From an optimization exercise on the open Yosys and OpenROAD flow, aimed at small area, a short achievable clock period and few clock cycles; shortcuts taken in it are not production practice.
Only simulation tests tie the RTL to the original design; equivalence was not proved.
No activity file was given, so power comes from the tool's default toggle rates.

<file path="config.mk">
export PLATFORM = sky130hd
export DESIGN_NAME = mips_core
export DESIGN_NICKNAME = mips_core
export VERILOG_FILES = /design/flow/design.v
export SDC_FILE = /design/flow/constraint.sdc
export NUM_CORES = 4
export LEC_CHECK = 0
export CAP_MARGIN = 20
export CORE_MARGIN = 2
export CORE_UTILIZATION = 50
export PLACE_DENSITY = 0.6
export SETUP_SLACK_MARGIN = 5
export SLEW_MARGIN = 20
</file>
<file path="constraint.sdc">
create_clock -name core_clock -period 10.0 [get_ports {CLK}]
set_input_delay 2.0000 -clock core_clock [delete_from_list [all_inputs] [get_ports {CLK}]]
set_output_delay 2.0000 -clock core_clock [all_outputs]
set_load 0.01 [all_outputs]
</file>
<file path="design.v">
`timescale 1ns/10ps
package mips_pkg;
  typedef logic [31:0] word_t;
  typedef logic [4:0]  regbits_t;
  typedef logic [15:0] imm16_t;
  typedef enum logic [5:0] {
    RTYPE = 6'b000000,
    ADDIU = 6'b001001,
    SLTI  = 6'b001010,
    SLTIU = 6'b001011,
    ANDI  = 6'b001100,
    ORI   = 6'b001101,
    XORI  = 6'b001110,
    LUI   = 6'b001111,
    HALT  = 6'b111111
  } opcode_t;
  typedef enum logic [5:0] {
    SLL  = 6'b000000,
    SRL  = 6'b000010,
    ADDU = 6'b100001,
    SUBU = 6'b100011,
    AND  = 6'b100100,
    OR   = 6'b100101,
    XOR  = 6'b100110,
    NOR  = 6'b100111,
    SLT  = 6'b101010,
    SLTU = 6'b101011
  } funct_t;
  typedef enum logic [3:0] {
    ALU_SLL,
    ALU_SRL,
    ALU_ADD,
    ALU_SUB,
    ALU_AND,
    ALU_OR,
    ALU_XOR,
    ALU_NOR,
    ALU_SLT,
    ALU_SLTU
  } aluop_t;
  typedef struct packed {
    logic  cyc;
    logic  stb;
    logic  we;
    word_t adr;
  } wb_req_t;
  typedef struct packed {
    logic  ack;
    word_t dat;
  } wb_rsp_t;
  typedef struct packed {
    word_t pc;
    word_t instr;
  } fetch_item_t;
  typedef struct packed {
    logic     valid;
    regbits_t wsel;
    word_t    wdata;
  } retire_t;
endpackage
`timescale 1ns/10ps
`timescale 1ns/10ps
`timescale 1ns/10ps
module register_file (
  input  logic        CLK,
  input  logic [31:1] we_i,
  input  logic [31:0] wdat_i,
  input  logic [31:1] sel1_i,
  input  logic [31:1] sel2_i,
  output logic [31:0] rdat1_o,
  output logic [31:0] rdat2_o
);
  logic [31:0] regs [1:31];
  always_ff @(posedge CLK) begin
    for (int i = 1; i < 32; i++) begin
      if (we_i[i]) regs[i] <= wdat_i;
    end
  end
  always_comb begin
    rdat1_o = '0;
    rdat2_o = '0;
    for (int i = 1; i < 32; i++) begin
      rdat1_o = rdat1_o | ({32{sel1_i[i]}} & regs[i]);
      rdat2_o = rdat2_o | ({32{sel2_i[i]}} & regs[i]);
    end
  end
endmodule
`timescale 1ns/10ps
module alu (
  input  logic [31:0] a_i,
  input  logic [31:0] b_i,    
  input  logic [4:0]  sh_i,
  input  logic        add_i,
  input  logic        sub_i,
  input  logic        inv_i,
  input  logic        and_i,
  input  logic        or_i,
  input  logic        xor_i,
  input  logic        nor_i,
  input  logic        slt_i,
  input  logic        sltu_i,
  input  logic        sll_i,
  input  logic        srl_i,
  output logic [31:0] out_o
);
  logic        inv;
  logic [31:0] bx, g, p, c, sum;
  logic [31:0] gg [0:5];
  logic [31:0] pp [0:5];
  logic        cout, lt, ltu;
  assign inv = inv_i;
  assign bx  = b_i;
  assign g   = a_i & bx;
  assign p   = a_i ^ bx;
  assign gg[0] = {g[31:1], g[0] | (p[0] & inv)};
  assign pp[0] = p;
  for (genvar l = 0; l < 5; l++) begin : g_lvl
    for (genvar i = 0; i < 32; i++) begin : g_bit
      if (((i >> l) & 1) == 1) begin : g_merge
        localparam int J = ((i >> l) << l) - 1;
        assign gg[l+1][i] = gg[l][i] | (pp[l][i] & gg[l][J]);
        assign pp[l+1][i] = pp[l][i] & pp[l][J];
      end else begin : g_pass
        assign gg[l+1][i] = gg[l][i];
        assign pp[l+1][i] = pp[l][i];
      end
    end
  end
  assign c    = {gg[5][30:0], inv};
  assign sum  = p ^ c;
  assign cout = gg[5][31];
  assign ltu  = !cout;
  assign lt   = p[31] ? sum[31] : a_i[31];
  logic [31:0] bs, shl;
  for (genvar i = 0; i < 32; i++) begin : g_rev
    assign bs[i] = srl_i ? b_i[31-i] : b_i[i];
  end
  assign shl = bs << sh_i;
  logic [31:0] shr;
  for (genvar i = 0; i < 32; i++) begin : g_rev_out
    assign shr[i] = shl[31-i];
  end
  assign out_o = ({32{add_i | sub_i}} & sum)
               | ({32{and_i}} & g)
               | ({32{or_i}}  & (g | p))
               | ({32{xor_i}} & p)
               | ({32{nor_i}} & ~(g | p))
               | ({32{sll_i}} & shl)
               | ({32{srl_i}} & shr)
               | {31'b0, (slt_i & lt) | (sltu_i & ltu)};
endmodule
`timescale 1ns/10ps
`timescale 1ns/10ps
module mips_core (
  input  logic              CLK,
  input  logic              nRST,
  output logic [34:0]       wb_req_o,
  input  logic [32:0]       wb_rsp_i,
  output logic [37:0]       retire_o,
  output logic              halt_o
);
  logic        ack;
  logic [31:0] dat;
  assign ack = wb_rsp_i[32];
  assign dat = wb_rsp_i[31:0];
  logic        run_q, done_q;
  logic [29:0] pc_q;
  logic        accept, halt_word;
  assign accept    = run_q && ack;
  assign halt_word = (dat[31:26] == 6'b111111);
  always_ff @(posedge CLK, negedge nRST) begin
    if (!nRST) begin
      run_q  <= 1'b0;
      done_q <= 1'b0;
      pc_q   <= '0;
    end else begin
      if (accept && halt_word) done_q <= 1'b1;
      run_q <= !(done_q || (accept && halt_word));
      if (accept) pc_q <= pc_q + 30'd1;
    end
  end
  assign wb_req_o = {run_q, run_q, 1'b0, pc_q, 2'b00};
  logic        ir_v_q;
  logic [31:0] ir_q;
  logic [31:1] sel_a_q, sel_b_q;
  logic        fa_ex_q, fa_wb_q, fb_ex_q, fb_wb_q;
  logic        ex_wr_q, ex_halt_q;
  logic [4:0]  ex_dst_q, ex_sh_q;
  logic [31:0] ex_a_q, ex_b_q;
  logic        ex_inv_q;
  logic        ex_add_q, ex_sub_q, ex_and_q, ex_or_q, ex_xor_q, ex_nor_q;
  logic        ex_slt_q, ex_sltu_q, ex_sll_q, ex_srl_q;
  logic [31:0] ex_res;
  logic        wb_v_q;
  logic [4:0]  wb_dst_q;
  logic [31:0] wb_dat_q;
  logic [31:1] valid_q, valid_d;
  logic [5:0]  op, fn;
  logic [4:0]  rd_dst;
  logic [15:0] imm;
  logic        wr, use_imm, sext, is_lui, is_halt, rd_wr;
  logic        d_add, d_sub, d_and, d_or, d_xor, d_nor, d_slt, d_sltu, d_sll, d_srl;
  assign op  = ir_q[31:26];
  assign fn  = ir_q[5:0];
  assign imm = ir_q[15:0];
  always_comb begin
    use_imm = 1'b1;
    sext    = 1'b0;
    is_lui  = 1'b0;
    is_halt = (op == 6'b111111);
    wr      = 1'b1;
    {d_add, d_sub, d_and, d_or, d_xor, d_nor, d_slt, d_sltu, d_sll, d_srl} = '0;
    case (op)
      6'b000000: begin
        use_imm = 1'b0;
        case (fn)
          6'b000000: d_sll  = 1'b1;
          6'b000010: d_srl  = 1'b1;
          6'b100001: d_add  = 1'b1;
          6'b100011: d_sub  = 1'b1;
          6'b100100: d_and  = 1'b1;
          6'b100101: d_or   = 1'b1;
          6'b100110: d_xor  = 1'b1;
          6'b100111: d_nor  = 1'b1;
          6'b101010: d_slt  = 1'b1;
          6'b101011: d_sltu = 1'b1;
          default:   wr     = 1'b0;
        endcase
      end
      6'b001001: begin d_add  = 1'b1; sext = 1'b1; end
      6'b001010: begin d_slt  = 1'b1; sext = 1'b1; end
      6'b001011: begin d_sltu = 1'b1; sext = 1'b1; end
      6'b001100: d_and = 1'b1;
      6'b001101: d_or  = 1'b1;
      6'b001110: d_xor = 1'b1;
      6'b001111: begin d_or = 1'b1; is_lui = 1'b1; end
      default:   wr = 1'b0;
    endcase
  end
  assign rd_dst = (op == 6'b000000) ? ir_q[15:11] : ir_q[20:16];
  assign rd_wr  = ir_v_q && wr && (rd_dst != 5'd0);
  logic [4:0] f_rs, f_rt;
  logic [5:0] f_op;
  logic       f_no_a, f_no_b;
  assign f_op   = dat[31:26];
  assign f_rs   = dat[25:21];
  assign f_rt   = dat[20:16];
  assign f_no_a = (f_op == 6'b001111);
  assign f_no_b = (f_op != 6'b000000);
  logic [31:1] wb_we;
  for (genvar i = 1; i < 32; i++) begin : g_we
    assign wb_we[i] = wb_v_q && (wb_dst_q == 5'(i));
  end
  assign valid_d = valid_q | wb_we;
  always_ff @(posedge CLK, negedge nRST) begin
    if (!nRST) begin
      ir_v_q  <= 1'b0;
      valid_q <= '0;
    end else begin
      ir_v_q  <= accept;
      valid_q <= valid_d;
    end
  end
  always_ff @(posedge CLK) begin
    ir_q <= dat;
    for (int i = 1; i < 32; i++) begin
      sel_a_q[i] <= !f_no_a && (f_rs == 5'(i)) && valid_d[i];
      sel_b_q[i] <= !f_no_b && (f_rt == 5'(i)) && valid_d[i];
    end
    fa_ex_q <= !f_no_a && rd_wr   && (rd_dst   == f_rs);
    fa_wb_q <= !f_no_a && ex_wr_q && (ex_dst_q == f_rs);
    fb_ex_q <= !f_no_b && rd_wr   && (rd_dst   == f_rt);
    fb_wb_q <= !f_no_b && ex_wr_q && (ex_dst_q == f_rt);
  end
  logic [31:0] rf_a, rf_b, opa, opb, imm_ext;
  register_file i_register_file (
    .CLK     (CLK),
    .we_i    (wb_we),
    .wdat_i  (wb_dat_q),
    .sel1_i  (sel_a_q),
    .sel2_i  (sel_b_q),
    .rdat1_o (rf_a),
    .rdat2_o (rf_b)
  );
  assign imm_ext = is_lui ? {imm, 16'h0000} : {{16{sext & imm[15]}}, imm};
  always_comb begin
    if (fa_ex_q)      opa = ex_res;
    else if (fa_wb_q) opa = wb_dat_q;
    else              opa = rf_a;
  end
  always_comb begin
    if (use_imm)      opb = imm_ext;
    else if (fb_ex_q) opb = ex_res;
    else if (fb_wb_q) opb = wb_dat_q;
    else              opb = rf_b;
  end
  logic d_inv;
  assign d_inv = d_sub | d_slt | d_sltu;
  always_ff @(posedge CLK, negedge nRST) begin
    if (!nRST) begin
      ex_wr_q   <= 1'b0;
      ex_halt_q <= 1'b0;
    end else begin
      ex_wr_q   <= rd_wr;
      ex_halt_q <= (ir_v_q && is_halt) || ex_halt_q;
    end
  end
  always_ff @(posedge CLK) begin
    ex_dst_q  <= rd_dst;
    ex_sh_q   <= ir_q[10:6];
    ex_a_q    <= opa;
    ex_b_q    <= opb ^ {32{d_inv}};
    ex_inv_q  <= d_inv;
    ex_add_q  <= d_add;
    ex_sub_q  <= d_sub;
    ex_and_q  <= d_and;
    ex_or_q   <= d_or;
    ex_xor_q  <= d_xor;
    ex_nor_q  <= d_nor;
    ex_slt_q  <= d_slt;
    ex_sltu_q <= d_sltu;
    ex_sll_q  <= d_sll;
    ex_srl_q  <= d_srl;
  end
  alu i_alu (
    .a_i    (ex_a_q),
    .b_i    (ex_b_q),
    .sh_i   (ex_sh_q),
    .add_i  (ex_add_q),
    .sub_i  (ex_sub_q),
    .inv_i  (ex_inv_q),
    .and_i  (ex_and_q),
    .or_i   (ex_or_q),
    .xor_i  (ex_xor_q),
    .nor_i  (ex_nor_q),
    .slt_i  (ex_slt_q),
    .sltu_i (ex_sltu_q),
    .sll_i  (ex_sll_q),
    .srl_i  (ex_srl_q),
    .out_o  (ex_res)
  );
  logic halt_q;
  always_ff @(posedge CLK, negedge nRST) begin
    if (!nRST) begin
      wb_v_q <= 1'b0;
      halt_q <= 1'b0;
    end else begin
      wb_v_q <= ex_wr_q;
      if (ex_halt_q) halt_q <= 1'b1;
    end
  end
  always_ff @(posedge CLK) begin
    wb_dst_q <= ex_dst_q;
    wb_dat_q <= ex_res;
  end
  assign retire_o = {wb_v_q, wb_dst_q, wb_dat_q};
  assign halt_o   = halt_q;
endmodule
</file>
<file path="run.sh">
#!/bin/bash
# synth_recipe.tcl (not shown) runs the flow's synth.tcl, then flattens the netlist and writes it again
# the make line also repeats each setting of config.mk as NAME=value (left out here)
make -C /OpenROAD-flow-scripts/flow DESIGN_CONFIG=/design/flow/config.mk WORK_HOME=/design/flow/orfs CLKGATE_MAP_FILE= SYNTH_SCRIPT=/design/flow/synth_recipe.tcl finish
</file>
==> run notes, run 1 <==
Worst-Skew Late Latency - 0.78 ns
critical-path maximum fanout - 34
first-pass GRT wire length - 359000 µm
Critical Path Stages - 1
RSZ-0062 raised after global routing - false
TritonCTS Sinks - 1275
Power, Total - 11.3 mW
grt ovf - 0
critical path arrival - 2.70 ns
number of synthesis warnings - 6
actual slew at the worst max-slew pin - 1.37 ns
crit path to - retire_o[29]
Placer Congestion - 0.977
Gate Count Post-Synth - 4158
Layout Utilization - 57.3%
outcome - no timing/DRC/antenna violations
Post-Syn Area - 0.0559 mm²
mux cell area share after synthesis - 3.79%
Pins Over Slew Limit - 0
R2R Setup Slk - 5.94 ns
clk root buf - clkbuf_16
CTS Buf Count - 133
crit path cell chain - clkdlybuf4s50_1
initial DRC count - 10100
R2R Path Start - ex_b_q[0]$_DFF_P_
LEAKAGE - 20.7 nW
CP max stage cell - dfxtp_1
CP startpoint - wb_dat_q[29]$_DFF_P_
Worst-path clk slew - 0.06 ns
Crit Reg-Reg Endpoint - ex_b_q[16]$_DFF_P_
gr usage total - 45.3%
IO Count - 109
detailed placer's ending HPWL - 142000 µm
core area - 0.111 mm²
Worst VDD drop - 0.196 mV
CTS tree - done
Max Root-Sink Buffers - 3
Max-slew headroom - 8.24%
vias per std cell - 7.95
fin crit share - 47.0%
DRC Markers - 0
Max-cap violations - 0
worst slack at placement - 5.69 ns
Area Growth Syn to Fin - 13.6%
pwr/cell area - 177 mW/mm²
XOR/XNOR share of the synthesized area - 1.49%
first drt pass iteration count - 8
Starting Density - 50.5%
FF+latch count, synth - 1275
Async SR Flop Fraction - 5.33%
vias in the first global route - 43900
DR WL/cell - 45.4 µm
# rows - 122
area fraction in compound gates after synthesis - 19.4%
DR vias - 46600
largest net degree at the start of global routing - 69
main combinational cell family by area after synthesis - compound AO/OA/AOI/OAI gates
Final min period - 4.70 ns
commonest non-fill, non-tap cells in the layout - edfxtp_1 (992), a22oi_1 (428), a221oi_1 (294)
Setup WS post-layout - 5.30 ns
Setup TNS Final - 0 ns
Seq/Total Area, Yosys - 64.0%
Die Width - 338 µm
syn_area_per_cell - 13.4 µm²
post-CTS setup buffers - 0
Synth Area in Simple Gates - 6.68%
Hold Slack - 0.405 ns
Worst setup SP type - register
Final Hold Viols - 0
cts hold-fix bufs - 0
CP bufs+invs - 1
Max Freq - 213 MHz
cells on worst reg2reg path - 16
worst hold path type - register to register
CP top delay family - flip-flops
H-tree depth - 4
# port buffers - 105
clock skew - 0.0321 ns
Final Net Count - 4363
die height - 338 µm
Routed Antenna Nets - 0
Synth Flop Type - edfxtp_1
crit-path max cell delay - 1.09 ns
Synth Area in Adders - 1.67%
Req. time, crit path - 8.00 ns
most common cell after layout, fill and taps aside - edfxtp_1
Routed WL - 266000 µm
number of distinct library cells after synthesis - 78
Die Area - 0.115 mm²
CTS resizes - 0
initial antenna violation count - 14
critical path class - register to primary output
CP Capture Type - primary output
Setup-failing EPs final - 0
Post-synth EDFFs - 992
share of cells above drive strength 1 - 12.9%
==> cell type report <==
class                      instances  area [µm²]
inverter                         117         439
multi-input combinational       2466       18800
timing repair buffer             264        2250
sequential                      1275       35900
tap                             1488        1860
antenna                            7        17.5
fill                            9013       47300
clock buffer                     180        3750
clock inverter                    66         544
==> stage by stage <==
stage	std cells	area [µm²]
after floorplan	4160	55900
after global placement	5607	59200
after detailed placement	5610	59200
after CTS	5856	63500
after global routing	5856	63500
final	5863	63500
==> sequential cells by signal (all words and copies together), names as in the netlist, 5 cells and up <==
| signal | cells |
|---|---|
| ex_a_q | 32 |
| pc_q | 30 |
| i_register_file.regs | 992 |
| valid_q | 31 |
| ex_b_q | 32 |
| wb_dat_q | 32 |
| sel_a_q | 31 |
| ir_q | 27 |
| sel_b_q | 31 |
| ex_sh_q | 5 |
| ex_dst_q | 5 |
| wb_dst_q | 5 |
==> layer usage <==
layer / part of all wire [%] / wire length [µm] / up-vias / track usage [%]
met5: 0.14 / 377 / - / 0.333
met4: 9.1 / 24300 / 20 / 30.4
met3: 18 / 47700 / 1501 / 20.1
met2: 40 / 105000 / 5166 / 61.9
met1: 33 / 88600 / 22700 / 57.7
li1: - / - / 17300 / -
==> cells in the mapped netlist (65+ instances only) <==
cell	instances	area [µm²]
edfxtp_1	992	29800
a22oi_1	428	3210
a221oi_1	294	2570
a22o_1	276	2420
clkbuf_1	234	878
dfxtp_1	215	4300
nor2_1	164	616
nand4_1	145	907
nand2_1	123	462
a21oi_1	120	601
nand3_1	118	591
inv_1	116	435
o21ai_0	109	546
nor3_1	78	390
xnor2_1	75	657
dfrtp_1	68	1700
ha_1	65	813
==> kinds of logic after synthesis <==
group,after synthesis
buffers and inverters,419
xor gates and xnor gates,95
and+or+nand+nor,746
DFF,1275
muxes,145
adders and majority gates,71
AOI/OAI and AO/OA,1406
other,1
==> power breakdown <==
part           internal [mW]  leakage [nW]  switching, mW
clock                   2.80          2.07           2.17
combinational          0.194          7.63          0.302
sequential              5.72          11.0         0.0799
==> how the worst min path moves through the flow <==
| stage | cells past startpoint | startpoint | slack (ns) | to |
|---|---|---|---|---|
| finish | 0 | ir_q[6]$_DFF_P_ | 0.40 | ex_sh_q[0]$_DFF_P_ |
| global route | 0 | ir_q[6]$_DFF_P_ | 0.40 | ex_sh_q[0]$_DFF_P_ |
| CTS | 0 | ir_q[6]$_DFF_P_ | 0.40 | ex_sh_q[0]$_DFF_P_ |
| detailed placement | 0 | ir_q[6]$_DFF_P_ | 0.39 | ex_sh_q[0]$_DFF_P_ |
| global placement | 0 | ir_q[6]$_DFF_P_ | 0.39 | ex_sh_q[0]$_DFF_P_ |
| floorplan | 0 | ir_q[6]$_DFF_P_ | 0.35 | ex_sh_q[0]$_DFF_P_ |
Testbench counts, summed over its fixed seeds: cycles 36,402.
==> run 2: changes to the inputs <==
==> flow/run.sh (new file) <==
#!/bin/bash
set -euo pipefail
MARGIN=$(cat flow/margin.txt)
bash standard.sh \
  SETUP_SLACK_MARGIN="$MARGIN" \
  CTS_ARGS="-sink_clustering_enable -repair_clock_nets -dont_use_dummy_load" \
  finish > standard_make.log 2>&1
==> flow/margin.txt (new file) <==
6.5
==> standard.sh (new file) <==
#!/bin/bash
# synth_recipe.tcl (not shown) runs the flow's synth.tcl, then flattens the netlist and writes it again
# the make line also repeats each setting of config.mk as NAME=value (left out here)
make -C /OpenROAD-flow-scripts/flow DESIGN_CONFIG=/design/flow/config.mk WORK_HOME=/design/flow/orfs CLKGATE_MAP_FILE= SYNTH_SCRIPT=/design/flow/synth_recipe.tcl "${@:-finish}"
--- a/config.mk
+++ b/config.mk
@@ -10,4 +10,3 @@
 export CORE_UTILIZATION = 50
 export PLACE_DENSITY = 0.6
-export SETUP_SLACK_MARGIN = 5
 export SLEW_MARGIN = 20
removed: run.sh
==> run 2 against run 1 <==
Effect of this change:
- still clean
- clock skew grew 0.022 ns
- fmax grew 30%
- combinational power grew 9.5%
- synthesized cell count is the same
- sequential power is essentially flat
- total power shrank 5.1%
- worst hold slack gained 0.026 ns
- die area is the same
- via count grew 2.6%
- flip-flop and latch count is the same
- critical path type is now register to register
- critical endpoint is now ex_b_q[26]$_DFF_P_
==> run notes, run 2 <==
initial DRC count - 11000 (+8.8%)
vias in the first global route - 44400 (+1.1%)
critical-path maximum fanout - 25 (-26%)
Post-Syn Area - 0.0559 mm² (unchanged)
Post-Route M1 WL - 88100 µm (-0.50%)
IO Count - 109 (unchanged)
Worst setup SP type - register
worst hold path type - register to register
post-synth top area share - 53.3% (unchanged)
most frequent cell after synthesis - edfxtp_1
Worst VDD drop - 0.165 mV (-16%)
detailed placer's ending HPWL - 145000 µm (+1.8%)
filler cell count - 8886 (-1.4%)
DRC Markers - 0 (unchanged)
XOR/XNOR share of the synthesized area - 1.49% (unchanged)
met2 wire len - 109000 µm (+3.3%)
number of distinct library cells after synthesis - 78 (unchanged)
R2R Path Start - fb_wb_q$_DFF_P_
Most flops, register - i_register_file.regs
actual slew at the worst max-slew pin - 1.28 ns (-0.0969 ns)
critical path arrival - 4.24 ns (+1.54 ns)
Async SR Flop Fraction - 5.33% (unchanged)
RSZ-0062 raised after global routing - true
number of synthesis warnings - 6 (unchanged)
Seq/Total Area, Yosys - 64.0% (unchanged)
crit-path max cell delay - 0.82 ns (-0.27 ns)
Area Growth Syn to Fin - 15.1%
# rows - 122 (unchanged)
synth top area cells - edfxtp_1 (53%), dfxtp_1 (7.7%), a22oi_1 (5.7%), a221oi_1 (4.6%), a22o_1 (4.3%)
Starting Density - 50.5% (unchanged)
routed wl met3 - 50400 µm (+5.6%)
Worst Hold Path EP - wb_dst_q[0]$_DFF_P_
Max Used Layer - met5
DR vias - 47800 (+2.6%)
grt ovf - 0 (unchanged)
main combinational cell family by area after synthesis - compound AO/OA/AOI/OAI gates
Req. time, crit path - 10.63 ns (+2.63 ns)
Layout Utilization - 58.1% (+0.72 points)
share of cells above drive strength 1 - 16.3% (+3.4 points)
Synth Area in Adders - 1.67% (unchanged)
CTS tree - done
CP top delay family - buffers and inverters
hold depth - 0 (unchanged)
initial antenna violation count - 27 (+13)
area fraction in compound gates after synthesis - 19.4% (unchanged)
max reg flops - 992 (unchanged)
Synth Area in Simple Gates - 6.68% (unchanged)
# port buffers - 105 (unchanged)
cts hold-fix bufs - 0 (unchanged)
fin crit share - 36.1% (-11 points)
Final Hold Viols - 0 (unchanged)
Setup TNS Final - 0 ns (unchanged)
Gate Count Post-Synth - 4158 (unchanged)
Setup-failing EPs final - 0 (unchanged)
syn_area_per_cell - 13.4 µm² (unchanged)
Worst-Skew Late Latency - 0.77 ns (about the same)
gr usage total - 47.1% (+1.8 points)
cells on worst reg2reg path - 8 (-8)
outcome - no timing/DRC/antenna violations
most frequent CP cell - buf_4
Pins Over Slew Limit - 0 (unchanged)
largest net degree at the start of global routing - 69 (unchanged)
Commonest cells post-synth - edfxtp_1 (992), a22oi_1 (428), a221oi_1 (294)
vias per std cell - 8.15 (+2.5%)
LEAKAGE - 21.4 nW (+3.0%)
core area - 0.111 mm² (unchanged)
area occupied by multi-input gates - 0.0189 mm² (+0.78%)
Post-synth EDFFs - 992 (unchanged)
CP max stage cell - clkinv_1
Routed WL - 277000 µm (+3.9%)
mux cell area share after synthesis - 3.79% (unchanged)
Crit Reg-Reg Endpoint - ex_b_q[26]$_DFF_P_
Routed Antenna Nets - 0 (unchanged)
TritonCTS Sinks - 1275 (unchanged)
Max Freq - 277 MHz (+30%)
Final min period - 3.61 ns (-1.10 ns)
clock skew - 0.0538 ns (+0.0217 ns)
critical path class - register to register
CTS Buf Count - 137 (+3.0%)
Reg area - 0.0360 mm² (+0.31%)
crit path cell chain - buf_4, clkinv_1, buf_4, o32ai_1, nor2_1, a21oi_1, o21ai_1, xnor2_1
Die Area - 0.115 mm² (unchanged)
Max Root-Sink Buffers - 3 (unchanged)
DR WL/cell - 47.2 µm (+3.9%)
Synth Flop Type - edfxtp_1
Final Net Count - 4469 (+2.4%)
most common cell after layout, fill and taps aside - edfxtp_1
die height - 338 µm (unchanged)
H-tree depth - 4 (unchanged)
FF+latch count, synth - 1275 (unchanged)
R2R Setup Slk - 6.39 ns (+0.45 ns)
first drt pass iteration count - 12 (+4)
pwr/cell area - 166 mW/mm² (-6.3%)
CP bufs+invs - 3 (+2)
Max-slew headroom - 14.7% (+6.5 points)
commonest non-fill, non-tap cells in the layout - edfxtp_1 (992), a22oi_1 (428), a221oi_1 (293)
Worst-path clk slew - 0.06 ns (about the same)
CP Capture Type - register
first-pass GRT wire length - 370000 µm (+3.1%)
Placer Congestion - 1.03 (+5.2%)
Hold Crit Start - ex_dst_q[0]$_DFF_P_
Die Width - 338 µm (unchanged)
Max-cap violations - 0 (unchanged)
clk root buf - clkbuf_16
post-synth top area cell - edfxtp_1
## run 2: cell counts after synthesis
Identical to the previous run, type by type.
## run 2: through the flow
| stage | hold slack (ns) | cells | power (mW) | instance area (µm²) | setup WS, ns |
|---|---|---|---|---|---|
| after floorplan | 0.346 | 4160 | 6.17 | 55900 | 6.51 |
| after global placement | 0.429 | 5622 | 6.38 | 59300 | 5.79 |
| after detailed placement | 0.429 | 5622 | 6.39 | 59300 | 5.83 |
| after CTS | 0.428 | 5833 | 10.6 | 64000 | 6.28 |
| after global routing | 0.439 | 5852 | 10.9 | 64300 | 6.32 |
| final | 0.431 | 5867 | 10.7 | 64300 | 6.39 |
## run 2: worst max-delay path by stage
stage                                end  cells past startpoint  slack (ns)                 start
global placement    pc_q[29]$_DFFE_PN0P_                      9        5.79          wb_rsp_i[32]
global route          ex_b_q[17]$_DFF_P_                     16        6.32      ex_inv_q$_DFF_P_
detailed placement  pc_q[29]$_DFFE_PN0P_                      9        5.83          wb_rsp_i[32]
CTS                         retire_o[18]                      1        6.28  wb_dat_q[18]$_DFF_P_
finish                ex_b_q[26]$_DFF_P_                      8        6.39       fb_wb_q$_DFF_P_
floorplan           pc_q[29]$_DFFE_PN0P_                      9        6.51          wb_rsp_i[32]
## run 2: kinds of logic (layout without fill, tap and decap cells)
family,after synthesis,count (layout)
DFF,1275,1275
adders and majority gates,71,71
buffers and inverters,419,620
muxes,145,145
other,1,21
xor gates and xnor gates,95,95
AOI/OAI and AO/OA,1406,1406
and+or+nand+nor,746,746
## run 2: layout make-up
type	instances	area share [%]
Tap cell	1488	2.89
Sequential cell	1275	55.9
Multi-Input combinational cell	2466	29.4
Antenna cell	18	0.0700
Clock buffer	137	5.33
Timing Repair Buffer	365	5.63
Inverter	117	0.688
Timing Repair inverter	1	0.00778
## run 2: worst register-to-register path, delay by kind of cell (launching register included)
family / cells / cell delay (ns)
compound gates: 3 / 0.96
xor+xnor: 1 / 0.13
buf+inv: 3 / 1.97
flops: 1 / 0.31
simple gates: 1 / 0.14
## run 2: repair_timing
action | 4_1_cts | 5_1_grt
pin swaps | 14 | 17
setup buffers | 58 | 11
gates cloned | 16 | 3
setup endpoints to repair | 110 | 58
gates resized for setup | 276 | 46
## run 2: per-layer routing
metal,global-route usage (%),vias to the layer above
met4,34.6,27
li1,-,17400
met1,57.9,22900
met2,64.6,5717
met3,21.8,1829
met5,1.00,-
## run 2: power breakdown
| part | internal (mW) | total (mW) | switching (mW) | leakage [nW] |
|---|---|---|---|---|
| Combinational | 0.217 | 0.542 | 0.324 | 8.62 |
| Clock | 2.39 | 4.35 | 1.95 | 1.69 |
| Sequential | 5.72 | 5.80 | 0.0764 | 11.1 |
| Total | 8.33 | 10.7 | 2.35 | 21.4 |
==> run 3: changes to the inputs <==
--- a/design.v
+++ b/design.v
@@ -113,21 +113,8 @@
   assign g   = a_i & bx;
   assign p   = a_i ^ bx;
-  assign gg[0] = {g[31:1], g[0] | (p[0] & inv)};
-  assign pp[0] = p;
-  for (genvar l = 0; l < 5; l++) begin : g_lvl
-    for (genvar i = 0; i < 32; i++) begin : g_bit
-      if (((i >> l) & 1) == 1) begin : g_merge
-        localparam int J = ((i >> l) << l) - 1;
-        assign gg[l+1][i] = gg[l][i] | (pp[l][i] & gg[l][J]);
-        assign pp[l+1][i] = pp[l][i] & pp[l][J];
-      end else begin : g_pass
-        assign gg[l+1][i] = gg[l][i];
-        assign pp[l+1][i] = pp[l][i];
-      end
-    end
-  end
-  assign c    = {gg[5][30:0], inv};
-  assign sum  = p ^ c;
-  assign cout = gg[5][31];
+  logic [32:0] full;
+  assign full = {1'b0, a_i} + {1'b0, bx} + {32'b0, inv};
+  assign sum  = full[31:0];
+  assign cout = full[32];
   assign ltu  = !cout;
   assign lt   = p[31] ? sum[31] : a_i[31];
==> flow/run.sh (replaced) <==
#!/bin/bash
# The standard layout (standard synthesis unchanged) with two changes:
# repair_timing aims at a larger setup margin so that it optimises the design
# below the 10 ns period, and clock tree synthesis uses clkbuf_8 clusters
# without dummy loads. Make's full output goes to standard_make.log here.
set -euo pipefail
bash standard.sh \
  SETUP_SLACK_MARGIN=7.0 \
  CTS_ARGS="-sink_clustering_enable -repair_clock_nets -dont_use_dummy_load -sink_clustering_size 18 -sink_clustering_max_diameter 60 -buf_list sky130_fd_sc_hd__clkbuf_16" \
  finish > standard_make.log 2>&1
removed: flow/margin.txt
==> run 3 against run 2 <==
Effect of this change:
- count of clock-buffer cells in the layout is 32 lower
- via count rose by 5.4%
- total power down 3.8%
- clock skew up 0.025 ns
- register-to-register slack improved by 0.26 ns
- setup slack improved by 0.23 ns
==> run notes, run 3 <==
Async SR Flop Fraction - 5.33% (unchanged)
die height - 342 µm (+1.0%)
Worst VDD drop - 0.130 mV (-21%)
number of synthesis warnings - 3 (-3)
post-synth top area cell - edfxtp_1
Max Freq - 296 MHz (+6.8%)
post-synth top area share - 52.2% (-1.1 points)
critical path class - register to primary output
Worst setup SP type - register
vias per std cell - 8.18 (+0.32%)
H-tree depth - 3 (-1)
initial antenna violation count - 17 (-37%)
FF+latch count, synth - 1275 (unchanged)
CP Capture Type - primary output
most common cell after layout, fill and taps aside - edfxtp_1
pwr/cell area - 150 mW/mm² (-9.5%)
initial DRC count - 11000 (-0.036%)
Routed WL - 291000 µm (+5.3%)
DR WL/cell - 47.3 µm (+0.30%)
vias in the first global route - 46400 (+4.6%)
first-pass GRT wire length - 388000 µm (+5.0%)
commonest non-fill, non-tap cells in the layout - edfxtp_1 (992), a22oi_1 (430), buf_4 (325)
# rows - 123 (+0.82%)
fin crit share - 33.8% (-2.3 points)
Max Root-Sink Buffers - 3 (unchanged)
Die Width - 342 µm (+1.0%)
TritonCTS Sinks - 1275 (unchanged)
DRC Markers - 0 (unchanged)
Pins Over Slew Limit - 0 (unchanged)
design area - 0.0684 mm² (+6.4%)
final non-filler cell total - 6162 (+5.0%)
Setup-failing EPs final - 0 (unchanged)
clock skew - 0.0784 ns (+0.0246 ns)
crit path cell chain - buf_12, buf_8
placed inst area - 0.0605 mm² (+2.0%)
synth top area cells - edfxtp_1 (52%), dfxtp_1 (7.5%), a22oi_1 (5.7%), a221oi_1 (4.5%), a22o_1 (4.2%)
cts hold-fix bufs - 0 (unchanged)
Commonest cells post-synth - edfxtp_1 (992), a22oi_1 (433), a221oi_1 (293)
CTS tree - done
RSZ-0062 raised after global routing - true
Max-cap violations - 0 (unchanged)
Most flops, register - i_register_file.regs
Final min period - 3.38 ns (-0.229 ns)
critical path arrival - 1.38 ns (-2.86 ns)
number of distinct library cells after synthesis - 81 (+3.8%)
Synth Flop Type - edfxtp_1
Placer Congestion - 1.02 (-0.76%)
crit-path max cell delay - 0.36 ns (-0.46 ns)
Area Growth Syn to Fin - 19.8%
largest net degree at the start of global routing - 69 (unchanged)
# port buffers - 105 (unchanged)
Final Hold Viols - 0 (unchanged)
first drt pass iteration count - 10 (-2)
share of cells above drive strength 1 - 24.4% (+8.1 points)
Setup TNS Final - 0 ns (unchanged)
max reg flops - 992 (unchanged)
placed cell count - 5778 (+2.8%)
critical-path maximum fanout - 2 (-92%)
clk root buf - clkbuf_16
LEAKAGE - 22.4 nW (+4.8%)
Post-Syn Area - 0.0571 mm² (+2.1%)
DR vias - 50400 (+5.4%)
Seq/Total Area, Yosys - 62.7% (-1.3 points)
IO Count - 109 (unchanged)
Final Net Count - 4743 (+6.1%)
Starting Density - 50.6% (+0.093 points)
Gate Count Post-Synth - 4316 (+3.8%)
Worst-path clk slew - 0.08 ns (+0.02 ns)
Reg area - 0.0361 mm² (+0.34%)
grt ovf - 0 (unchanged)
Worst-Skew Late Latency - 0.75 ns (-0.02 ns)
CP max stage cell - dfxtp_4
most frequent cell after synthesis - edfxtp_1
Post-synth EDFFs - 992 (unchanged)
syn_area_per_cell - 13.2 µm² (-1.6%)
filler cell count - 8755 (-1.5%)
Routed Antenna Nets - 0 (unchanged)
worst hold path type - register to register
CTS Buf Count - 105 (-23%)
detailed placer's ending HPWL - 154000 µm (+6.2%)
Max-slew headroom - 9.81% (-4.9 points)
gr usage total - 48.6% (+1.5 points)
core area - 0.113 mm² (+1.9%)
Die Area - 0.117 mm² (+2.1%)
Req. time, crit path - 8.00 ns (-2.63 ns)
actual slew at the worst max-slew pin - 1.35 ns (+0.0734 ns)
Layout Utilization - 60.6% (+2.5 points)
outcome - no timing/DRC/antenna violations
area occupied by multi-input gates - 0.0214 mm² (+13%)
[run 3: cell types whose count changed in the layout (fill, tap and decap cells not counted), moves of 20 or more]
cell	previous run	this run
buf_6	7	63
dfxtp_1	108	77
buf_4	216	325
dfxtp_4	24	57
clkbuf_16	139	109
dlygate4sd2_1	46	4
o21ai_0	100	80
ha_1	65	45
a21oi_2	4	24
[run 3: metrics by stage]
stage / total power, mW / hold WS, ns / setup WS (ns)
after floorplan: 6.24 / 0.346 / 6.67
after global placement: 6.48 / 0.389 / 5.83
after detailed placement: 6.49 / 0.395 / 5.81
after CTS: 10.1 / 0.397 / 6.62
after global routing: 10.5 / 0.411 / 6.61
final: 10.3 / 0.400 / 6.62
[run 3: cell type report]
type	count	area share [%]
multi-input cells	2590	31.3
diodes	23	0.0841
inverters	133	0.788
repair buffers	535	8.42
clock buffers	105	3.84
well taps	1500	2.74
repair inverters	1	0.0110
flip-flops and latches	1275	52.8
[run 3: critical path: cells and delay by family (launching register included)]
kind / cells / cell delay (ns)
buffers and inverters: 2 / 0.27
DFF: 1 / 0.36
[run 3: what timing repair did]
item                                    in CTS  in global routing
pin swaps                                   39                 91
buffers inserted                           146                 72
endpoints found under the setup margin     186                154
gates resized for setup                    722                219
gates cloned                                33                  4
[run 3: worst paths after layout]
check                                startpoint                  end  slack, ns  cells past startpoint
min in group asynchronous                  nRST   halt_q$_DFFE_PN0P_       1.47                      2
max in group asynchronous                  nRST     wb_v_q$_DFF_PN0_       7.84                      2
hold reg to reg             ex_dst_q[0]$_DFF_P_  wb_dst_q[0]$_DFF_P_       0.40                      0
setup / recovery           wb_dat_q[18]$_DFF_P_         retire_o[18]       6.62                      2
hold / removal              ex_dst_q[0]$_DFF_P_  wb_dst_q[0]$_DFF_P_       0.40                      0
setup reg to reg            sel_b_q[20]$_DFF_P_   ex_b_q[29]$_DFF_P_       6.65                      9
[run 3: where the power goes]
group,leakage [nW],internal (mW),switching [mW]
registers,10.5,5.71,0.0850
logic,10.7,0.351,0.455
clock network,1.29,1.83,1.85
total,22.4,7.90,2.39
[run 3: cell families (layout without fill, tap and decap cells)]
group / Yosys count / count (layout) / synth area share, %
AOI/OAI and AO/OA: 1462 / 1462 / 19.7
DFF: 1275 / 1275 / 62.7
and+or+nand+nor: 791 / 791 / 6.90
buffers and inverters: 453 / 774 / 3.15
muxes: 177 / 177 / 4.73
xor gates and xnor gates: 90 / 90 / 1.38
adders and majority gates: 67 / 67 / 1.49
other: 1 / 26 / 0.00657
[run 3: layer usage]
layer	wire (µm)	vias up	part of all wire [%]	GRT usage, %
met2	116000	5963	40	67.2
met4	29700	8	10	34.9
met1	93600	24300	32	60.4
li1	-	18300	-	-
met5	55	-	0.019	0
met3	52500	1785	18	21.8
Testbench counts of run 3, summed over its fixed seeds: cycles 36,402.
==> run 4: changes to the inputs <==
--- a/flow/run.sh
+++ b/flow/run.sh
@@ -6,5 +6,5 @@
 set -euo pipefail
 bash standard.sh \
-  SETUP_SLACK_MARGIN=7.0 \
+  SETUP_SLACK_MARGIN=6.6 \
   CTS_ARGS="-sink_clustering_enable -repair_clock_nets -dont_use_dummy_load -sink_clustering_size 18 -sink_clustering_max_diameter 60 -buf_list sky130_fd_sc_hd__clkbuf_16" \
   finish > standard_make.log 2>&1
==> run 4 against run 3 <==
Effect of this change:
- sequential power about the same
- total power decreased by 0.83%
- combinational power decreased by 17%
- critical endpoint is now ex_b_q[4]$_DFF_P_
- final cell count decreased by 2.3%
- setup slack got worse by 0.25 ns
- clock skew increased by 0.020 ns
- flip-flop and latch count unchanged
- largest power group unchanged
- global-route usage decreased by 0.57 points
==> run notes, run 4 <==
Final Hold Viols - 0 (unchanged)
Routed WL - 287000 µm (-1.5%)
Seq/Total Area, Yosys - 62.7% (unchanged)
clk root buf - clkbuf_16
Post-synth EDFFs - 992 (unchanged)
hold depth - 0 (unchanged)
internal power - 7.85 mW (-0.64%)
most common cell after layout, fill and taps aside - edfxtp_1
Max Freq - 276 MHz (-6.9%)
Pins Over Slew Limit - 0 (unchanged)
H-tree depth - 3 (unchanged)
filler cell count - 9108 (+4.0%)
actual slew at the worst max-slew pin - 1.36 ns (+0.0132 ns)
share of cells above drive strength 1 - 18.2% (-6.2 points)
CTS tree - done
Sw Share - 23.0% (-0.15 points)
worst slack at placement - 5.87 ns (+0.0506 ns)
Layout Utilization - 58.0% (-2.6 points)
first-pass GRT wire length - 383000 µm (-1.3%)
DR vias - 49300 (-2.3%)
vias per std cell - 8.18 (about the same)
LEAKAGE - 21.3 nW (-5.0%)
critical-path maximum fanout - 25 (+23)
Die Area - 0.117 mm² (unchanged)
Async SR Flop Fraction - 5.33% (unchanged)
IO Count - 109 (unchanged)
worst hold path type - register to register
core area - 0.113 mm² (unchanged)
most frequent cell after synthesis - edfxtp_1
Req. time, crit path - 10.63 ns (+2.63 ns)
fin crit share - 36.3% (+2.5 points)
Most flops, register - i_register_file.regs
Flop pwr share - 56.8% (+0.4 points)
outcome - no timing/DRC/antenna violations
Area Growth Syn to Fin - 14.6%
Worst VDD drop - 0.162 mV (+25%)
Max Root-Sink Buffers - 3 (unchanged)
DRC Markers - 0 (unchanged)
number of distinct library cells after synthesis - 81 (unchanged)
cells on worst reg2reg path - 9 (unchanged)
largest net degree at the start of global routing - 69 (unchanged)
detailed placer's ending HPWL - 154000 µm (+0.27%)
Setup-failing EPs final - 0 (unchanged)
max reg flops - 992 (unchanged)
area occupied by multi-input gates - 0.0201 mm² (-6.1%)
NetSw - 2.35 mW (-1.5%)
initial DRC count - 11400 (+3.7%)
first drt pass iteration count - 12 (+2)
Comb power frac - 6.5% (-1.3 points)
FF+latch count, synth - 1275 (unchanged)
post-synth top area cell - edfxtp_1
RSZ-0062 raised after global routing - true
Die Width - 342 µm (unchanged)
critical path arrival - 4.26 ns (+2.88 ns)
Commonest cells post-synth - edfxtp_1 (992), a22oi_1 (433), a221oi_1 (293)
Setup WS post-layout - 6.37 ns (-0.250 ns)
Final Net Count - 4617 (-2.7%)
number of synthesis warnings - 3 (unchanged)
Worst-path clk slew - 0.08 ns (about the same)
die height - 342 µm (unchanged)
Worst setup SP type - register
clock group share of total power - 36.6% (+0.8 points)
TritonCTS Sinks - 1275 (unchanged)
pwr/cell area - 156 mW/mm² (+3.7%)
critical path class - register to register
Reg area - 0.0360 mm² (-0.21%)
syn_area_per_cell - 13.2 µm² (unchanged)
Synth Flop Type - edfxtp_1
CP Capture Type - register
grt ovf - 0 (unchanged)
vias in the first global route - 45800 (-1.3%)
Max-cap violations - 0 (unchanged)
Setup TNS Final - 0 ns (unchanged)
# rows - 123 (unchanged)
clock skew - 0.0980 ns (+0.0195 ns)
Post-Syn Area - 0.0571 mm² (unchanged)
Routed Antenna Nets - 0 (unchanged)
Starting Density - 50.6% (unchanged)
Max-slew headroom - 8.93% (-0.88 points)
DR WL/cell - 47.7 µm (+0.79%)
CTS Buf Count - 107 (+1.9%)
# port buffers - 105 (unchanged)
synth top area cells - edfxtp_1 (52%), dfxtp_1 (7.5%), a22oi_1 (5.7%), a221oi_1 (4.5%), a22o_1 (4.2%)
Final min period - 3.63 ns (+0.250 ns)
post-synth top area share - 52.2% (unchanged)
Placer Congestion - 1.04 (+1.5%)
initial antenna violation count - 21 (+4)
Gate Count Post-Synth - 4316 (unchanged)
commonest non-fill, non-tap cells in the layout - edfxtp_1 (992), a22oi_1 (431), a221oi_1 (292)
Worst-Skew Late Latency - 0.78 ns (+0.03 ns)
cts hold-fix bufs - 0 (unchanged)
gr usage total - 48.1% (-0.57 points)
## run 4: per-layer routing
| metal | GRT usage [%] | vias to the layer above | part of all wire [%] |
|---|---|---|---|
| met5 | 1.84 | - | 0.25 |
| met2 | 66.0 | 5754 | 39 |
| met4 | 34.6 | 44 | 10 |
| met1 | 59.2 | 23600 | 32 |
| met3 | 22.4 | 1796 | 18 |
| li1 | - | 18000 | - |
## run 4: power groups by stage
stage,clock [mW],sequential (mW),combinational (mW)
floorplan,0,5.90,0.337
global placement,0,5.93,0.556
detailed placement,0,5.93,0.558
CTS,3.70,5.80,0.622
global route,3.88,5.80,0.694
finish,3.74,5.80,0.665
## run 4: final cells by class
type	instances	area share (%)
Clock buffer	107	4.09
Tap cell	1500	2.87
Inverter	133	0.766
Multi-Input combinational cell	2590	30.7
Sequential cell	1275	55.0
Timing Repair Buffer	408	6.46
Antenna cell	6	0.0229
## run 4: per-stage QoR
| step | power, mW | cells | area [µm²] | hold WS (ns) |
|---|---|---|---|---|
| 4_1_cts | 10.1 | 5991 | 65100 | 0.433 |
| 3_3_place_gp | 6.48 | 5775 | 60400 | 0.417 |
| 2_1_floorplan | 6.23 | 4318 | 57100 | 0.346 |
| 6_report | 10.2 | 6019 | 65500 | 0.433 |
| 3_5_place_dp | 6.48 | 5775 | 60400 | 0.406 |
| 5_1_grt | 10.4 | 6013 | 65500 | 0.444 |
## run 4: final timing paths
kind / start / to / slack [ns]
max: sel_b_q[5]$_DFF_P_ / ex_b_q[4]$_DFF_P_ / 6.37
min: ex_wr_q$_DFF_PN0_ / wb_v_q$_DFF_PN0_ / 0.43
max reg2reg: sel_b_q[5]$_DFF_P_ / ex_b_q[4]$_DFF_P_ / 6.37
min reg2reg: ex_wr_q$_DFF_PN0_ / wb_v_q$_DFF_PN0_ / 0.43
max in group asynchronous: nRST / pc_q[22]$_DFFE_PN0P_ / 7.84
min in group asynchronous: nRST / ex_halt_q$_DFF_PN0_ / 1.45
## run 4: worst max-delay path, cell delays in order (launching register included)
cell and delay [ns]:
dfxtp_2 0.48, buf_4 0.46, a22o_1 0.33, a221oi_1 0.34, nand4_1 0.18, o32ai_1 1.01
nor2_1 0.22, a21oi_1 0.20, a21oi_1 0.10, xnor2_1 0.15
## run 4: timing repair
| action | 4_1_cts | 5_1_grt |
|---|---|---|
| resized for setup | 446 | 73 |
| setup endpoints to repair | 136 | 87 |
| hold endpoints to repair | 0 | 0 |
| gates cloned | 26 | 0 |
| pin swaps | 2 | 8 |
| setup buffers | 83 | 22 |
## run 4: cells by family after synthesis
kind of cell / Yosys count / synth area share (%)
AO/OA/AOI/OAI: 1462 / 19.7
XOR/XNOR: 90 / 1.38
adder cells (fa/ha/maj): 67 / 1.49
buffers and inverters: 453 / 3.15
flip-flops: 1275 / 62.7
multiplexers: 177 / 4.73
other: 1 / 0.00657
AND/OR/NAND/NOR: 791 / 6.90
==> run 5: changes to the inputs <==
--- a/flow/run.sh
+++ b/flow/run.sh
@@ -7,4 +7,4 @@
 bash standard.sh \
   SETUP_SLACK_MARGIN=6.6 \
-  CTS_ARGS="-sink_clustering_enable -repair_clock_nets -dont_use_dummy_load -sink_clustering_size 18 -sink_clustering_max_diameter 60 -buf_list sky130_fd_sc_hd__clkbuf_16" \
+  CTS_ARGS="-sink_clustering_enable -repair_clock_nets -dont_use_dummy_load -sink_clustering_size 25 -sink_clustering_max_diameter 70 -buf_list sky130_fd_sc_hd__clkbuf_16" \
   finish > standard_make.log 2>&1
--- a/config.mk
+++ b/config.mk
@@ -8,5 +8,5 @@
 export CAP_MARGIN = 20
 export CORE_MARGIN = 2
-export CORE_UTILIZATION = 50
-export PLACE_DENSITY = 0.6
+export CORE_UTILIZATION = 65
+export PLACE_DENSITY = 0.75
 export SLEW_MARGIN = 20
==> run 5 against run 4 <==
Effect of this change:
- register-to-register slack got worse by 0.03 ns
- die area decreased by 23%
- fmax decreased by 0.71%
- clock skew increased by 0.013 ns
- flip-flop and latch count unchanged
- global-route usage increased by 9.8 points
- highest routed layer unchanged
==> run notes, run 5 <==
initial antenna violation count - 28 (+33%)
DRC Markers - 0 (unchanged)
core area - 0.0869 mm² (-23%)
most common cell after layout, fill and taps aside - edfxtp_1
Final Net Count - 4548 (-1.5%)
number of synthesis warnings - 3 (unchanged)
Pins Over Slew Limit - 0 (unchanged)
RSZ-0062 raised after global routing - true
Post-synth EDFFs - 992 (unchanged)
CP startpoint - fa_wb_q$_DFF_P_
R2R Setup Slk - 6.35 ns (-0.03 ns)
clk root buf - clkbuf_16
Starting Density - 65.7% (+15 points)
Placer Congestion - 1.05 (+1.3%)
crit path cell chain - buf_4, inv_2, buf_4, o32ai_2, o21ai_0
first-pass GRT wire length - 357000 µm (-6.7%)
Setup TNS Final - 0 ns (unchanged)
# port buffers - 105 (unchanged)
actual slew at the worst max-slew pin - 1.32 ns (-0.0449 ns)
most frequent CP cell - buf_4
gr usage total - 57.8% (+9.8 points)
Async SR Flop Fraction - 5.33% (unchanged)
Max-slew headroom - 11.9% (+3.0 points)
Max Root-Sink Buffers - 3 (unchanged)
initial DRC count - 12700 (+11%)
Routed WL - 264000 µm (-7.9%)
# rows - 108 (-12%)
Synth Flop Type - edfxtp_1
Die Area - 0.0902 mm² (-23%)
cells on worst reg2reg path - 5 (-4)
R2R Path Start - fa_wb_q$_DFF_P_
vias in the first global route - 46400 (+1.3%)
largest net degree at the start of global routing - 69 (unchanged)
critical-path maximum fanout - 23 (-8.0%)
grt ovf - 0 (unchanged)
synth top area cells - edfxtp_1 (52%), dfxtp_1 (7.5%), a22oi_1 (5.7%), a221oi_1 (4.5%), a22o_1 (4.2%)
fin crit share - 36.5% (+0.26 points)
Post-Syn Area - 0.0571 mm² (unchanged)
Most flops, register - i_register_file.regs
share of cells above drive strength 1 - 16.2% (-2.0 points)
Area Growth Syn to Fin - 11.8%
syn_area_per_cell - 13.2 µm² (unchanged)
critical path arrival - 4.02 ns (-0.24 ns)
Routed Antenna Nets - 0 (unchanged)
CP Capture Type - register
Worst VDD drop - 0.203 mV (+25%)
most frequent cell after synthesis - edfxtp_1
post-synth top area cell - edfxtp_1
Critical Path Stages - 5 (-4)
IO Count - 109 (unchanged)
Seq/Total Area, Yosys - 62.7% (unchanged)
commonest non-fill, non-tap cells in the layout - edfxtp_1 (992), a22oi_1 (432), a221oi_1 (292)
max reg flops - 992 (unchanged)
DR vias - 50500 (+2.4%)
crit path to - ex_a_q[8]$_DFF_P_
number of distinct library cells after synthesis - 81 (unchanged)
Final min period - 3.65 ns (+0.0260 ns)
Req. time, crit path - 10.37 ns (-0.26 ns)
LEAKAGE - 20.6 nW (-3.1%)
Hold Slack - 0.415 ns (-0.0186 ns)
detailed placer's ending HPWL - 138000 µm (-11%)
H-tree depth - 3 (unchanged)
Max Freq - 274 MHz (-0.71%)
Final Hold Viols - 0 (unchanged)
clock skew - 0.111 ns (+0.0126 ns)
Hold Crit Start - ex_dst_q[2]$_DFF_P_
Worst-Skew Late Latency - 0.71 ns (-0.07 ns)
die height - 300 µm (-12%)
CP max stage cell - dfxtp_4
outcome - no timing/DRC/antenna violations
pwr/cell area - 146 mW/mm² (-6.3%)
Setup-failing EPs final - 0 (unchanged)
Max-cap violations - 0 (unchanged)
first drt pass iteration count - 13 (+1)
crit-path max cell delay - 0.78 ns (-0.23 ns)
Worst setup SP type - register
vias per std cell - 8.97 (+9.6%)
CP bufs+invs - 3 (+2)
Worst-path clk slew - 0.09 ns (about the same)
CTS tree - done
Commonest cells post-synth - edfxtp_1 (992), a22oi_1 (433), a221oi_1 (293)
post-synth top area share - 52.2% (unchanged)
Die Width - 300 µm (-12%)
DR WL/cell - 47.0 µm (-1.5%)
worst hold path type - register to register
critical path class - register to register
CP top delay family - buffers and inverters
Crit Reg-Reg Endpoint - ex_a_q[8]$_DFF_P_
FF+latch count, synth - 1275 (unchanged)
TritonCTS Sinks - 1275 (unchanged)
cts hold-fix bufs - 0 (unchanged)
Gate Count Post-Synth - 4316 (unchanged)
CTS Buf Count - 66 (-38%)
-- run 5: cell counts after synthesis --
Identical to the previous run, type by type.
-- run 5: worst min-delay path by stage --
stage                                to  slack (ns)  depth (start not counted)
floorplan            ex_sh_q[2]$_DFF_P_        0.35                          0
global placement    wb_dst_q[3]$_DFF_P_        0.40                          0
detailed placement  wb_dst_q[0]$_DFF_P_        0.41                          0
CTS                 wb_dst_q[0]$_DFF_P_        0.42                          0
global route        wb_dst_q[2]$_DFF_P_        0.42                          0
finish              wb_dst_q[2]$_DFF_P_        0.41                          0
-- run 5: area by class of cell --
class,instances,area [µm²]
timing repair buffer,380,3950
inverter,133,508
antenna,26,65.1
tap,1155,1450
sequential,1275,36000
multi-input combinational,2590,20200
clock buffer,66,1650
fill,5676,23100
-- run 5: stage by stage --
step	power, mW	setup WS [ns]	instance area, µm²	utilization (%)	cells
after floorplan	6.23	6.63	57100	-	4318
after global placement	6.48	5.91	59800	68.9	5410
after detailed placement	6.48	5.86	59900	68.9	5411
after CTS	9.19	6.42	63300	72.8	5576
after global routing	9.45	6.42	63800	73.4	5607
final	9.32	6.35	63800	73.5	5625
-- run 5: repair_timing --
| action | CTS | global route |
|---|---|---|
| endpoints found under the setup margin | 142 | 85 |
| buffers inserted | 79 | 14 |
| pin swaps | 2 | 10 |
| resized for setup | 300 | 94 |
| gates cloned | 20 | 4 |
-- run 5: logic make-up after synthesis --
| family | after synthesis | synth area share [%] |
|---|---|---|
| compound gates | 1462 | 19.7 |
| xor+xnor | 90 | 1.38 |
| fa+ha+maj | 67 | 1.49 |
| buf+inv | 453 | 3.15 |
| flops | 1275 | 62.7 |
| mux | 177 | 4.73 |
| other cells | 1 | 0.00657 |
| simple gates | 791 | 6.90 |
-- run 5: power breakdown --
part	internal [mW]	switching (mW)
Combinational	0.269	0.414
Clock	1.18	1.67
Sequential	5.71	0.0711
Total	7.16	2.16
-- run 5: per-layer routing --
metal  track usage (%)  up-vias  wire length (µm)
li1                  -    17900                 -
met1              68.4    23400             76900
met2              75.3     6700             99600
met3              35.0     2391             55600
met4              44.7       26             31500
met5              4.34        -               637
==> run 6: changes to the inputs <==
--- a/design.v
+++ b/design.v
@@ -182,4 +182,7 @@
   logic [4:0]  wb_dst_q;
   logic [31:0] wb_dat_q;
+  logic        ret_v_q;
+  logic [4:0]  ret_dst_q;
+  logic [31:0] ret_dat_q;
   logic [31:1] valid_q, valid_d;
   logic [5:0]  op, fn;
@@ -249,14 +252,19 @@
     end
   end
+  logic f_a_ex, f_a_wb, f_b_ex, f_b_wb;
+  assign f_a_ex = !f_no_a && rd_wr   && (rd_dst   == f_rs);
+  assign f_a_wb = !f_no_a && ex_wr_q && (ex_dst_q == f_rs) && !f_a_ex;
+  assign f_b_ex = !f_no_b && rd_wr   && (rd_dst   == f_rt);
+  assign f_b_wb = !f_no_b && ex_wr_q && (ex_dst_q == f_rt) && !f_b_ex;
   always_ff @(posedge CLK) begin
     ir_q <= dat;
     for (int i = 1; i < 32; i++) begin
-      sel_a_q[i] <= !f_no_a && (f_rs == 5'(i)) && valid_d[i];
-      sel_b_q[i] <= !f_no_b && (f_rt == 5'(i)) && valid_d[i];
+      sel_a_q[i] <= !f_no_a && (f_rs == 5'(i)) && valid_d[i] && !f_a_ex && !f_a_wb;
+      sel_b_q[i] <= !f_no_b && (f_rt == 5'(i)) && valid_d[i] && !f_b_ex && !f_b_wb;
     end
-    fa_ex_q <= !f_no_a && rd_wr   && (rd_dst   == f_rs);
-    fa_wb_q <= !f_no_a && ex_wr_q && (ex_dst_q == f_rs);
-    fb_ex_q <= !f_no_b && rd_wr   && (rd_dst   == f_rt);
-    fb_wb_q <= !f_no_b && ex_wr_q && (ex_dst_q == f_rt);
+    fa_ex_q <= f_a_ex;
+    fa_wb_q <= f_a_wb;
+    fb_ex_q <= f_b_ex;
+    fb_wb_q <= f_b_wb;
   end
   logic [31:0] rf_a, rf_b, opa, opb, imm_ext;
@@ -271,15 +279,7 @@
   );
   assign imm_ext = is_lui ? {imm, 16'h0000} : {{16{sext & imm[15]}}, imm};
-  always_comb begin
-    if (fa_ex_q)      opa = ex_res;
-    else if (fa_wb_q) opa = wb_dat_q;
-    else              opa = rf_a;
-  end
-  always_comb begin
-    if (use_imm)      opb = imm_ext;
-    else if (fb_ex_q) opb = ex_res;
-    else if (fb_wb_q) opb = wb_dat_q;
-    else              opb = rf_b;
-  end
+  assign opa = ({32{fa_ex_q}} & ex_res) | ({32{fa_wb_q}} & wb_dat_q) | rf_a;
+  assign opb = ({32{fb_ex_q}} & ex_res) | ({32{fb_wb_q}} & wb_dat_q) | rf_b
+             | ({32{use_imm}} & imm_ext);
   logic d_inv;
   assign d_inv = d_sub | d_slt | d_sltu;
@@ -327,19 +327,25 @@
     .out_o  (ex_res)
   );
-  logic halt_q;
+  logic wb_halt_q, halt_q;
   always_ff @(posedge CLK, negedge nRST) begin
     if (!nRST) begin
-      wb_v_q <= 1'b0;
-      halt_q <= 1'b0;
+      wb_v_q    <= 1'b0;
+      wb_halt_q <= 1'b0;
+      ret_v_q   <= 1'b0;
+      halt_q    <= 1'b0;
     end else begin
-      wb_v_q <= ex_wr_q;
-      if (ex_halt_q) halt_q <= 1'b1;
+      wb_v_q    <= ex_wr_q;
+      ret_v_q   <= wb_v_q;
+      if (ex_halt_q) wb_halt_q <= 1'b1;
+      if (wb_halt_q) halt_q    <= 1'b1;
     end
   end
   always_ff @(posedge CLK) begin
-    wb_dst_q <= ex_dst_q;
-    wb_dat_q <= ex_res;
+    wb_dst_q  <= ex_dst_q;
+    wb_dat_q  <= ex_res;
+    ret_dst_q <= wb_dst_q;
+    ret_dat_q <= wb_dat_q;
   end
-  assign retire_o = {wb_v_q, wb_dst_q, wb_dat_q};
+  assign retire_o = {ret_v_q, ret_dst_q, ret_dat_q};
   assign halt_o   = halt_q;
 endmodule
--- a/flow/run.sh
+++ b/flow/run.sh
@@ -6,5 +6,5 @@
 set -euo pipefail
 bash standard.sh \
-  SETUP_SLACK_MARGIN=6.6 \
+  SETUP_SLACK_MARGIN=6.8 \
   CTS_ARGS="-sink_clustering_enable -repair_clock_nets -dont_use_dummy_load -sink_clustering_size 25 -sink_clustering_max_diameter 70 -buf_list sky130_fd_sc_hd__clkbuf_16" \
   finish > standard_make.log 2>&1
==> run 6 against run 5 <==
Effect of this change:
- clock power about the same
- critical path depth up 3
- worst hold slack better by 0.0086 ns
- total power up 2.5%
- final area up 0.82%
- via count down 0.52%
- setup slack better by 0.21 ns
- flip-flop and latch count up 39
- area after synthesis up 0.30%
- clock skew down 0.012 ns
- critical path type unchanged
==> run notes, run 6 <==
RSZ-0062 raised after global routing - true
Gate Count Post-Synth - 4203 (-2.6%)
IO Count - 109 (unchanged)
Max-cap violations - 0 (unchanged)
Final Hold Viols - 0 (unchanged)
post-synth top area share - 52.0% (-0.16 points)
Routed WL - 268000 µm (+1.3%)
FF+latch count, synth - 1314 (+3.1%)
Worst setup SP type - register
routed wl met3 - 58100 µm (+4.6%)
core area - 0.0870 mm² (+0.16%)
filler cell count - 5558 (-2.1%)
TritonCTS Sinks - 1314 (+3.1%)
CP bufs+invs - 2 (-1)
Seq/Total Area, Yosys - 63.9% (+1.2 points)
Die Width - 301 µm (+0.15%)
Post-Syn Area - 0.0573 mm² (+0.30%)
outcome - no timing/DRC/antenna violations
max reg flops - 992 (unchanged)
cts hold-fix bufs - 0 (unchanged)
CP top delay family - multiplexers
Worst VDD drop - 0.215 mV (+6.0%)
syn_area_per_cell - 13.6 µm² (+3.0%)
grt ovf - 0 (unchanged)
met2 wire len - 97100 µm (-2.5%)
critical-path maximum fanout - 8 (-65%)
fin crit share - 34.5% (-2.1 points)
Max Used Layer - met5
CTS Buf Count - 66 (unchanged)
placed cell count - 5311 (-1.8%)
critical path class - register to register
number of distinct library cells after synthesis - 88 (+8.6%)
Setup-failing EPs final - 0 (unchanged)
gr usage total - 57.7% (-0.11 points)
area occupied by multi-input gates - 0.0206 mm² (+2.3%)
synth top area cells - edfxtp_1 (52%), dfxtp_1 (8.8%), a22oi_1 (8.4%), a221oi_1 (3.5%), a22o_1 (3.1%)
critical path arrival - 3.96 ns (-0.06 ns)
clk root buf - clkbuf_16
Post-synth EDFFs - 992 (unchanged)
most frequent CP cell - mux4_2
DRC Markers - 0 (unchanged)
largest net degree at the start of global routing - 55 (-20%)
DR vias - 50200 (-0.52%)
crit path cell chain - buf_12, buf_16, mux4_2, mux4_2, mux4_2, nand2_2, o2111ai_4, a2111o_2
Final min period - 3.45 ns (-0.206 ns)
Worst-Skew Late Latency - 0.72 ns (about the same)
initial DRC count - 12800 (+1.5%)
Max Freq - 290 MHz (+6.0%)
die height - 301 µm (+0.15%)
pwr/cell area - 148 mW/mm² (+1.7%)
Area Growth Syn to Fin - 12.3%
worst hold path type - register to register
actual slew at the worst max-slew pin - 1.38 ns (+0.0598 ns)
Final Net Count - 4474 (-1.6%)
CP Capture Type - register
# rows - 108 (unchanged)
CTS tree - done
share of cells above drive strength 1 - 20.6% (+4.4 points)
Commonest cells post-synth - edfxtp_1 (992), a22oi_1 (643), dfxtp_1 (252)
post-synth top area cell - edfxtp_1
CP max stage cell - a2111o_2
Reg area - 0.0368 mm² (+2.1%)
most common cell after layout, fill and taps aside - edfxtp_1
first drt pass iteration count - 22 (+9)
Power, Total - 9.56 mW (+2.5%)
LEAKAGE - 22.1 nW (+7.1%)
crit-path max cell delay - 0.67 ns (-0.11 ns)
clock skew - 0.0986 ns (-0.0119 ns)
Max Root-Sink Buffers - 3 (unchanged)
Routed Antenna Nets - 0 (unchanged)
DR WL/cell - 48.2 µm (+2.7%)
commonest non-fill, non-tap cells in the layout - edfxtp_1 (992), a22oi_1 (642), buf_4 (269)
Synth Flop Type - edfxtp_1
Post-Route M1 WL - 80900 µm (+5.3%)
most frequent cell after synthesis - edfxtp_1
vias in the first global route - 45800 (-1.4%)
final non-filler cell total - 5546 (-1.4%)
Async SR Flop Fraction - 5.33% (-0.0061 points)
initial antenna violation count - 22 (-21%)
Worst-path clk slew - 0.10 ns (about the same)
# port buffers - 105 (unchanged)
number of synthesis warnings - 3 (unchanged)
H-tree depth - 3 (unchanged)
Die Area - 0.0905 mm² (+0.30%)
vias per std cell - 9.05 (+0.90%)
Max-slew headroom - 8.21% (-3.7 points)
Setup TNS Final - 0 ns (unchanged)
Most flops, register - i_register_file.regs
detailed placer's ending HPWL - 145000 µm (+5.5%)
Req. time, crit path - 10.51 ns (+0.14 ns)
first-pass GRT wire length - 357000 µm (about the same)
Starting Density - 65.8% (+0.096 points)
Pins Over Slew Limit - 0 (unchanged)
Placer Congestion - 1.11 (+5.9%)
## run 6: cell count changes after synthesis, sizes merged, moves of 19 or more
| cell | previous run | this run |
|---|---|---|
| a2111o | 0 | 26 |
| a21oi | 141 | 67 |
| a221oi | 296 | 229 |
| a22o | 273 | 201 |
| a22oi | 433 | 643 |
| dfxtp | 215 | 252 |
| nand2 | 146 | 112 |
| nand3 | 131 | 76 |
| nand4 | 146 | 189 |
| nor2 | 171 | 146 |
| nor3b | 2 | 21 |
| o21ai | 128 | 57 |
| o32ai | 44 | 5 |
## run 6: timing repair
item / 4_1_cts / 5_1_grt
endpoints found under the setup margin: 241 / 156
gates resized for setup: 502 / 171
pin swaps: 53 / 66
cloned: 8 / 2
setup buffers: 85 / 53
## run 6: worst paths after layout
kind | endpoint | from | slack, ns | cells after the start
min in group asynchronous | pc_q[17]$_DFFE_PN0P_ | nRST | 1.14 | 1
max in group asynchronous | valid_q[10]$_DFF_PN0_ | nRST | 7.72 | 2
max | ex_a_q[1]$_DFF_P_ | ex_sh_q[0]$_DFF_P_ | 6.55 | 8
max reg2reg | ex_a_q[1]$_DFF_P_ | ex_sh_q[0]$_DFF_P_ | 6.55 | 8
min reg2reg | ret_dst_q[2]$_DFF_P_ | wb_dst_q[2]$_DFF_P_ | 0.42 | 0
min | ret_dst_q[2]$_DFF_P_ | wb_dst_q[2]$_DFF_P_ | 0.42 | 0
## run 6: routing by layer
| metal | vias to the layer above | global-route usage (%) |
|---|---|---|
| met1 | 23500 | 70.3 |
| met3 | 2441 | 37.7 |
| li1 | 17600 | - |
| met5 | - | 4.76 |
| met2 | 6693 | 72.5 |
| met4 | 42 | 41.0 |
## run 6: through the flow
stage	worst slack [ns]	cell area [µm²]	util [%]	hold WS (ns)
floorplan	6.56	57500	-	0.351
global placement	5.21	60100	69.0	0.387
detailed placement	5.29	60100	69.0	0.398
CTS	6.69	63200	72.6	0.424
global route	6.59	64300	73.9	0.431
finish	6.55	64300	73.9	0.423
## run 6: logic make-up (layout without fill, tap and decap cells)
logic type,after synthesis,after routing,synth area share (%)
mux,173,173,4.43
fa+ha+maj,67,67,1.49
simple gates,762,762,7.06
compound gates,1371,1371,18.8
other cells,1,24,0.00655
xor+xnor,95,95,1.45
flops,1314,1314,63.9
buf+inv,420,585,2.93
## run 6: final cells by class
cell class,instances,area share (%)
Antenna cell,21,0.0817
Tap cell,1155,2.25
Timing Repair Buffer,400,5.14
Inverter,118,0.717
Timing Repair inverter,1,0.0117
Sequential cell,1314,57.2
Clock buffer,66,2.57
Multi-Input combinational cell,2471,32.1
## run 6: report_power, final
group	total, mW	internal, mW	switching, mW
Combinational	0.738	0.309	0.429
Clock	2.86	1.18	1.68
Sequential	5.96	5.87	0.0876
Total	9.56	7.36	2.19
Testbench counts of run 6, summed over its fixed seeds: cycles 36,530.

## afterwards: timing with drivers on the ports
How much do the figures lean on ideal ports? The routed layouts below were timed once more, with nothing changed but the port constraints. Step 1 (the two cells are an assumption about what drives the block):
set clk [get_ports {CLK}]
set_driving_cell -lib_cell sky130_fd_sc_hd__clkbuf_16 $clk
set_driving_cell -lib_cell sky130_fd_sc_hd__buf_2 [delete_from_list [all_inputs] $clk]
Step 2, shift: input delay + t, output delay - t, t = (earliest + latest rising clock arrival at the registers) / 2. This alone moves slack from input paths to output paths. Three values: ideal ports, drivers, drivers and shift; two values: the first two.
| run | shift t [ns] | setup slack, ns | hold WS [ns] | worst data-port slew with drivers (ns) |
|---|---|---|---|---|
| run 1 | 0.838 | 5.297 / 5.223 / 5.715 | 0.405 / 0.405 / 0.405 | 0.06 |
| run 2 | 0.825 | 6.395 / 6.395 / 5.944 | 0.431 / 0.431 / 0.431 | 0.05 |
| run 3 | 0.786 | 6.624 / 6.544 / 6.336 | 0.400 / 0.400 / 0.400 | 0.07 |
| run 4 | 0.818 | 6.374 / 6.374 / 5.981 | 0.433 / 0.433 / 0.433 | 0.06 |
| run 5 | 0.742 | 6.348 / 6.348 / 5.994 | 0.415 / 0.415 / 0.415 | 0.06 |
| run 6 | 0.747 | 6.554 / 6.554 / 6.153 | 0.423 / 0.423 / 0.423 | 0.07 |
After both steps every run listed still meets setup and hold. For run 2, which loses most, drivers alone change the setup slack by 0.000 ns; drivers and shift together by -0.451 ns.
